Source: an optimization exercise on an open RTL-to-GDS flow (aim: small area and a short achievable clock period). Production flows keep margins and buffers that such runs may drop. RTL that was checked went through simulation tests only; none was proved equivalent to the original.

==> inputs of run A <==
==> flow/design.v (excerpt) <==
module fire_seek_mode_sequencer (
    input  logic        i_clk,
    input  logic        i_rst_n,
    input  logic        i_in_valid,
    output logic        i_in_ready,
    input  logic        i_in_operation,
    input  logic [9:0]  i_in_distance_cm,
    input  logic [31:0] i_in_now_tick,
    input  logic [1:0]  i_in_random_pick,
    input  logic        i_cfg_valid,
    output logic        i_cfg_ready,
    input  logic [2:0]  i_cfg_index,
    input  logic [15:0] i_cfg_data,
    output logic        o_out_valid,
    input  logic        o_out_ready,
    output logic [7:0]  o_out_servo_angle,
    output logic [2:0]  o_out_motion,
    output logic        o_out_fan_on,
    output logic [2:0]  o_out_mode,
    output logic        o_out_fire_seen,
    output logic        o_out_fire_near
);
Settings: LEC_CHECK=0, CAP_MARGIN=20, CORE_MARGIN=2, CORE_UTILIZATION=40, SLEW_MARGIN=20; clock period 6.0 ns.
run.sh (not shown) runs the stock make flow with config.mk's settings and CLKGATE_MAP_FILE= SYNTH_SCRIPT=/design/flow/synth_recipe.tcl, a recipe that flattens the netlist after the stock synthesis.
==> run Z (differences from run A) <==
--- a/flow/design.v
+++ b/flow/design.v
@@ -45,29 +45,71 @@
     assign m_patrol = (r_mode == MODE_PATROL);
     assign m_pause  = (r_mode == MODE_PAUSE);
     assign m_turn   = (r_mode == MODE_TURN);
     assign m_appr   = (r_mode == MODE_APPROACH);
     assign m_fan    = (r_mode == MODE_FAN);
     logic lost, far;
     assign lost = r_range > i_detect_limit;
     assign far  = r_range > i_stop_limit;
-    logic [31:0] t_ref;
-    logic [31:0] diff;
-    logic [15:0] t_len;
-    logic        due, tdone;
+    function automatic logic ge32(input logic [31:0] a, input logic [31:0] b);
+        logic [31:0] g, e;
+        g = a & ~b;
+        e = ~(a ^ b);
+        for (int s = 1; s < 32; s = s * 2) begin
+            for (int i = 0; i < 32; i = i + 2 * s) begin
+                g[i] = g[i+s] | (e[i+s] & g[i]);
+                e[i] = e[i+s] & e[i];
+            end
+        end
+        ge32 = g[0] | e[0];
+    endfunction
+    function automatic logic cout32(input logic [31:0] a, input logic [31:0] b);
+        logic [31:0] g, p;
+        g = a & b;
+        p = a | b;
+        g[0] = a[0] | b[0];
+        for (int s = 1; s < 32; s = s * 2) begin
+            for (int i = 0; i < 32; i = i + 2 * s) begin
+                g[i] = g[i+s] | (p[i+s] & g[i]);
+                p[i] = p[i+s] & p[i];
+            end
+        end
+        cout32 = g[0];
+    endfunction
+    logic [31:0] t_ref, now, t_len;
+    logic        ge_31, ge_32, due, tdone;
+    assign now   = i_now_tick;
     assign t_ref = m_patrol ? r_pdl : r_tmr;
-    assign diff  = i_now_tick - t_ref;
-    assign due   = !diff[31];
-    assign t_len = m_fan ? i_fan_max : i_pause_len;
-    assign tdone = diff >= {16'd0, t_len};
+    assign ge_31 = ge32({1'b0, now[30:0]}, {1'b0, t_ref[30:0]});
+    assign due   = !(now[31] ^ t_ref[31] ^ !ge_31);
+    assign ge_32 = (now[31] && !t_ref[31]) || (!(now[31] ^ t_ref[31]) && ge_31);
+    logic [31:0] csa_s;
+    logic [32:0] csa_c;
+    logic        s_hi;
+    assign t_len = {16'd0, m_fan ? i_fan_max : i_pause_len};
+    assign csa_s = now ^ t_ref ^ t_len;
+    assign csa_c = {(now & ~t_ref) | (now & ~t_len) | (~t_ref & ~t_len), 1'b1};
+    assign s_hi  = cout32(csa_s, csa_c[31:0]);
+    assign tdone = ge_32 ? (csa_c[32] && s_hi) : (csa_c[32] || s_hi);
     logic [15:0] a_len;
+    logic [16:0] sum_lo;
+    logic [15:0] sum_hi;
     logic [31:0] sum;
-    assign a_len = (m_patrol && lost) ? i_patrol_period : (m_pause ? i_turn_len : 16'd0);
-    assign sum   = i_now_tick + {16'd0, a_len};
+    assign a_len  = (m_patrol && lost) ? i_patrol_period : (m_pause ? i_turn_len : 16'd0);
+    assign sum_lo = {1'b0, now[15:0]} + {1'b0, a_len};
+    always_comb begin
+        logic all1;
+        all1 = sum_lo[16];
+        for (int i = 0; i < 16; i++) begin
+            sum_hi[i] = now[16+i] ^ all1;
+            all1 = all1 & now[16+i];
+        end
+    end
+    assign sum = {sum_hi, sum_lo[15:0]};
     logic [7:0] angle;
     assign angle = {r_ang, 1'b0};
     logic right_of, left_of;
     assign right_of = angle < i_right_sector;
     assign left_of  = angle > i_left_sector;
     logic [2:0] n_mode;
     logic       n_aux;
     logic       ld_pm, ld_pdl, ld_tmr;
@@ -166,32 +208,33 @@
             r_mode  <= MODE_PATROL;
             r_pm    <= MOT_STOP;
             r_aux   <= 1'b0;
             r_scan  <= 1'b1;
             r_up    <= 1'b1;
             r_ang   <= 7'd0;
             r_range <= 10'd999;
             r_pdl   <= 32'd0;
-            r_tmr   <= 32'd0;
         end else if (i_accept) begin
             if (is_ctrl) begin
                 r_mode <= n_mode;
                 r_aux  <= n_aux;
                 r_scan <= !(m_pause || m_turn);
                 if (ld_pm)  r_pm  <= {1'b0, i_random_pick} + 3'd1;
                 if (ld_pdl) r_pdl <= sum;
-                if (ld_tmr) r_tmr <= sum;
             end else begin
                 r_ang   <= n_ang;
                 r_up    <= n_up;
                 r_range <= i_distance_cm;
             end
         end
     end
+    always_ff @(posedge i_clk) begin
+        if (i_rst_n && i_accept && is_ctrl && ld_tmr) r_tmr <= sum;
+    end
     always_comb begin
         o_motion = MOT_STOP;
         case (r_mode)
             MODE_PATROL:   o_motion = r_aux ? r_pm : MOT_STOP;
             MODE_TURN:     o_motion = r_aux ? MOT_SPIN_L : MOT_SPIN_R;
             MODE_APPROACH: o_motion = r_aux ? MOT_APPROACH : MOT_STOP;
             default:       o_motion = MOT_STOP;
         endcase
@@ -244,38 +287,43 @@
     logic        res_fire_near;
     logic        r_out_fire_seen;
     logic        r_out_fire_near;
     logic        r_out_valid;
     logic        in_acc;
     assign i_in_ready = !r_out_valid || o_out_ready;
     assign in_acc     = i_in_valid && i_in_ready;
     assign i_cfg_ready = 1'b1;
+    logic        cfg_we_any;
+    logic [15:0] d_z, d_o;
+    logic [7:0]  cfg_we;
+    assign cfg_we_any = !i_rst_n || i_cfg_valid;
+    assign d_z = i_cfg_data & {16{i_rst_n}};
+    assign d_o = i_cfg_data | {16{!i_rst_n}};
+    always_comb begin
+        for (int k = 0; k < 8; k++) cfg_we[k] = !i_rst_n || (i_cfg_valid && i_cfg_index == 3'(k));
+    end
+    function automatic logic [15:0] rv_sel(input logic [15:0] rv, input logic [15:0] z,
+                                           input logic [15:0] o);
+        rv_sel = (rv & o) | (~rv & z);
+    endfunction
+    logic [15:0] w_detect, w_stop, w_right, w_left;
+    assign w_detect = rv_sel(16'd300, d_z, d_o);
+    assign w_stop   = rv_sel(16'd50, d_z, d_o);
+    assign w_right  = rv_sel(16'd60, d_z, d_o);
+    assign w_left   = rv_sel(16'd120, d_z, d_o);
     always_ff @(posedge i_clk) begin
-        if (!i_rst_n) begin
-            r_detect_limit  <= 10'd300;
-            r_stop_limit    <= 10'd50;
-            r_patrol_period <= 16'd3000;
-            r_fan_max       <= 16'd5000;
-            r_pause_len     <= 16'd300;
-            r_turn_len      <= 16'd1308;
-            r_right_sector  <= 8'd60;
-            r_left_sector   <= 8'd120;
-        end else if (i_cfg_valid) begin
-            case (i_cfg_index)
-                CFG_DETECT_LIMIT:  r_detect_limit  <= i_cfg_data[9:0];
-                CFG_STOP_LIMIT:    r_stop_limit    <= i_cfg_data[9:0];
-                CFG_PATROL_PERIOD: r_patrol_period <= i_cfg_data[15:0];
-                CFG_FAN_MAX:       r_fan_max       <= i_cfg_data[15:0];
-                CFG_PAUSE:         r_pause_len     <= i_cfg_data[15:0];
-                CFG_TURN:          r_turn_len      <= i_cfg_data[15:0];
-                CFG_RIGHT_SECTOR:  r_right_sector  <= i_cfg_data[7:0];
-                default:           r_left_sector   <= i_cfg_data[7:0];
-            endcase
-        end
+        if (cfg_we[CFG_DETECT_LIMIT])  r_detect_limit  <= w_detect[9:0];
+        if (cfg_we[CFG_STOP_LIMIT])    r_stop_limit    <= w_stop[9:0];
+        if (cfg_we[CFG_PATROL_PERIOD]) r_patrol_period <= rv_sel(16'd3000, d_z, d_o);
+        if (cfg_we[CFG_FAN_MAX])       r_fan_max       <= rv_sel(16'd5000, d_z, d_o);
+        if (cfg_we[CFG_PAUSE])         r_pause_len     <= rv_sel(16'd300, d_z, d_o);
+        if (cfg_we[CFG_TURN])          r_turn_len      <= rv_sel(16'd1308, d_z, d_o);
+        if (cfg_we[CFG_RIGHT_SECTOR])  r_right_sector  <= w_right[7:0];
+        if (cfg_we[CFG_LEFT_SECTOR])   r_left_sector   <= w_left[7:0];
     end
     fsms_core u_core (
         .i_clk           (i_clk),
         .i_rst_n         (i_rst_n),
         .i_accept        (in_acc),
         .i_operation     (i_in_operation),
         .i_distance_cm   (i_in_distance_cm),
         .i_now_tick      (i_in_now_tick),
==> run B (differences from run A) <==
--- a/flow/design.v
+++ b/flow/design.v
@@ -45,25 +45,48 @@
     assign m_patrol = (r_mode == MODE_PATROL);
     assign m_pause  = (r_mode == MODE_PAUSE);
     assign m_turn   = (r_mode == MODE_TURN);
     assign m_appr   = (r_mode == MODE_APPROACH);
     assign m_fan    = (r_mode == MODE_FAN);
     logic lost, far;
     assign lost = r_range > i_detect_limit;
     assign far  = r_range > i_stop_limit;
+    function automatic logic ge32(input logic [31:0] a, input logic [31:0] b);
+        logic [31:0] g, e;
+        g = a & ~b;
+        e = ~(a ^ b);
+        for (int s = 1; s < 32; s = s * 2) begin
+            for (int i = 0; i < 32; i = i + 2 * s) begin
+                g[i] = g[i+s] | (e[i+s] & g[i]);
+                e[i] = e[i+s] & e[i];
+            end
+        end
+        ge32 = g[0] | e[0];
+    endfunction
     logic [31:0] t_ref;
-    logic [31:0] diff;
     logic [15:0] t_len;
-    logic        due, tdone;
-    assign t_ref = m_patrol ? r_pdl : r_tmr;
-    assign diff  = i_now_tick - t_ref;
-    assign due   = !diff[31];
-    assign t_len = m_fan ? i_fan_max : i_pause_len;
-    assign tdone = diff >= {16'd0, t_len};
+    logic [15:0] now_lo, now_hi, t_lo, t_hi, t_hi1;
+    logic [16:0] e_lo;
+    logic        ge_lo, ge_31, lt_e, in_win, hi_nz, due, tdone;
+    assign t_ref  = m_patrol ? r_pdl : r_tmr;
+    assign now_lo = i_now_tick[15:0];
+    assign now_hi = i_now_tick[31:16];
+    assign t_lo   = t_ref[15:0];
+    assign t_hi   = t_ref[31:16];
+    assign ge_lo  = ge32({16'd0, now_lo}, {16'd0, t_lo});
+    assign ge_31  = ge32({1'b0, i_now_tick[30:0]}, {1'b0, t_ref[30:0]});
+    assign due    = !(i_now_tick[31] ^ t_ref[31] ^ !ge_31);
+    assign t_len  = m_fan ? i_fan_max : i_pause_len;
+    assign e_lo   = {1'b0, t_lo} + {1'b0, t_len};
+    assign t_hi1  = t_hi + 16'd1;
+    assign hi_nz  = ge_lo ? (now_hi != t_hi) : (now_hi != t_hi1);
+    assign lt_e   = !ge32({16'd0, now_lo}, {16'd0, e_lo[15:0]});
+    assign in_win = e_lo[16] ? (ge_lo || lt_e) : (ge_lo && lt_e);
+    assign tdone  = hi_nz || !in_win;
     logic [15:0] a_len;
     logic [31:0] sum;
     assign a_len = (m_patrol && lost) ? i_patrol_period : (m_pause ? i_turn_len : 16'd0);
     assign sum   = i_now_tick + {16'd0, a_len};
     logic [7:0] angle;
     assign angle = {r_ang, 1'b0};
     logic right_of, left_of;
     assign right_of = angle < i_right_sector;
==> run Y (differences from run A) <==
--- a/flow/design.v
+++ b/flow/design.v
@@ -45,25 +45,48 @@
     assign m_patrol = (r_mode == MODE_PATROL);
     assign m_pause  = (r_mode == MODE_PAUSE);
     assign m_turn   = (r_mode == MODE_TURN);
     assign m_appr   = (r_mode == MODE_APPROACH);
     assign m_fan    = (r_mode == MODE_FAN);
     logic lost, far;
     assign lost = r_range > i_detect_limit;
     assign far  = r_range > i_stop_limit;
+    function automatic logic ge32(input logic [31:0] a, input logic [31:0] b);
+        logic [31:0] g, e;
+        g = a & ~b;
+        e = ~(a ^ b);
+        for (int s = 1; s < 32; s = s * 2) begin
+            for (int i = 0; i < 32; i = i + 2 * s) begin
+                g[i] = g[i+s] | (e[i+s] & g[i]);
+                e[i] = e[i+s] & e[i];
+            end
+        end
+        ge32 = g[0] | e[0];
+    endfunction
     logic [31:0] t_ref;
-    logic [31:0] diff;
     logic [15:0] t_len;
-    logic        due, tdone;
-    assign t_ref = m_patrol ? r_pdl : r_tmr;
-    assign diff  = i_now_tick - t_ref;
-    assign due   = !diff[31];
-    assign t_len = m_fan ? i_fan_max : i_pause_len;
-    assign tdone = diff >= {16'd0, t_len};
+    logic [15:0] now_lo, now_hi, t_lo, t_hi, t_hi1;
+    logic [16:0] e_lo;
+    logic        ge_lo, ge_31, lt_e, in_win, hi_nz, due, tdone;
+    assign t_ref  = m_patrol ? r_pdl : r_tmr;
+    assign now_lo = i_now_tick[15:0];
+    assign now_hi = i_now_tick[31:16];
+    assign t_lo   = t_ref[15:0];
+    assign t_hi   = t_ref[31:16];
+    assign ge_lo  = ge32({16'd0, now_lo}, {16'd0, t_lo});
+    assign ge_31  = ge32({1'b0, i_now_tick[30:0]}, {1'b0, t_ref[30:0]});
+    assign due    = !(i_now_tick[31] ^ t_ref[31] ^ !ge_31);
+    assign t_len  = m_fan ? i_fan_max : i_pause_len;
+    assign e_lo   = {1'b0, t_lo} + {1'b0, t_len};
+    assign t_hi1  = t_hi + 16'd1;
+    assign hi_nz  = ge_lo ? (now_hi != t_hi) : (now_hi != t_hi1);
+    assign lt_e   = !ge32({16'd0, now_lo}, {16'd0, e_lo[15:0]});
+    assign in_win = e_lo[16] ? (ge_lo || lt_e) : (ge_lo && lt_e);
+    assign tdone  = hi_nz || !in_win;
     logic [15:0] a_len;
     logic [31:0] sum;
     assign a_len = (m_patrol && lost) ? i_patrol_period : (m_pause ? i_turn_len : 16'd0);
     assign sum   = i_now_tick + {16'd0, a_len};
     logic [7:0] angle;
     assign angle = {r_ang, 1'b0};
     logic right_of, left_of;
     assign right_of = angle < i_right_sector;
--- a/flow/config.mk
+++ b/flow/config.mk
@@ -3,9 +3,10 @@
 export DESIGN_NICKNAME = fire_seek_mode_sequencer
 export VERILOG_FILES = /design/flow/design.v
 export SDC_FILE = /design/flow/constraint.sdc
 export NUM_CORES = 4
 export LEC_CHECK = 0
 export CAP_MARGIN = 20
 export CORE_MARGIN = 2
 export CORE_UTILIZATION = 40
+export SETUP_SLACK_MARGIN = 3.0
 export SLEW_MARGIN = 20
==> key figures <==
Layout
  • Non-CTS inverters: between 70 and 80

Global route
  • Global-route wire length before repair: 63100 um

Placement
  • Setup WS pre-CTS: 370 ps

Outcome
  • Outcome: timing/DRC/antenna clean

STA
  • Post-layout min period: between 5000 and 6000 ps
(the above is from run Y)
==> key figures <==
Global route
  • GRT overflow: 0

Layout
  • Non-CTS inverters: 103
  • Multi-input combinational area share: 44.7%

STA
  • Fin worst setup slack: 60.9 ps
  • Post-layout min period: 5940 ps

Outcome
  • Outcome: timing/DRC/antenna clean

Critical path
  • Critical Path Sink: u_core.r_pdl[31]$_SDFFE_PN0P_

Synth
  • Cell variety after synth: slightly below 80

Placement
  • Setup WS pre-CTS: -416 ps

Floorplan
  • IO Pins: 89
(the above is from run Z)
==> key figures <==
Outcome
  • Outcome: timing/DRC/antenna clean

STA
  • Worst-Margin Slew: 1030 ps
  • Total Neg Setup Slack: 0 ps
  • Post-layout min period: 5720 ps

Layout
  • Non-CTS inverters: 60

Detailed routing
  • Vias: 12200

Floorplan
  • Row count: 65

Placement
  • Setup WS pre-CTS: -514 ps
(the above is from run A)
==> key figures <==
Outcome
  • Outcome: timing/DRC/antenna clean

Synth
  • Post-synthesis sequential area ratio: 29.3%
  • Largest cells by area after synthesis: dfxtp_1 (29%), ha_1 (13%), nand2_1 (9.8%)

Placement
  • Setup WS pre-CTS: 99.0 ps
  • Dpl cells: ~2100

Layout
  • ClkCell Share: 4.00%
  • Non-CTS inverters: 76

Critical path
  • Setup crit end kind: register

STA
  • Post-layout min period: ~5600 ps
(the above is from run B)
The RTL of run Z, run B and run Y was laid out without a check of its function.

[re-timing with driven ports]
The flow's constraints put no driver on any port. The routed layouts listed below were extracted and timed again, unchanged, in two steps. Step 1 (the two cells are an assumption about what drives the block):
set clk [get_ports {i_clk}]
set_driving_cell -lib_cell sky130_fd_sc_hd__clkbuf_16 $clk
set_driving_cell -lib_cell sky130_fd_sc_hd__buf_2 [delete_from_list [all_inputs] $clk]
Step 2 times the ports against the registers' clock, not the clock port: input delays grow and output delays shrink by t, the midpoint of the rising clock arrivals with the driver on. Three values: no drivers, after step 1, after step 2; two values: the first two.
| run | t, ns | slack for setup (ns) | worst register clock-pin slew, ns | cell pins on the clock port's net |
|---|---|---|---|---|
| run A | 0.506 | 0.280 / 0.309 / -0.197 | 0.08 / 0.08 | 1 |
| run Z | 0.484 | 0.061 / 0.061 / -0.004 | 0.08 / 0.08 | 1 |
| run B | 0.495 | 0.364 / 0.364 / 0.364 | 0.09 / 0.09 | 1 |
| run Y | 0.512 | 0.681 / 0.681 / 0.681 | 0.08 / 0.08 | 1 |
With both steps, setup timing fails in run A and run Z, where it was met with ideal ports. The setup slack of run A, which loses most, moves by +0.029 ns with the drivers and by -0.477 ns with both steps.
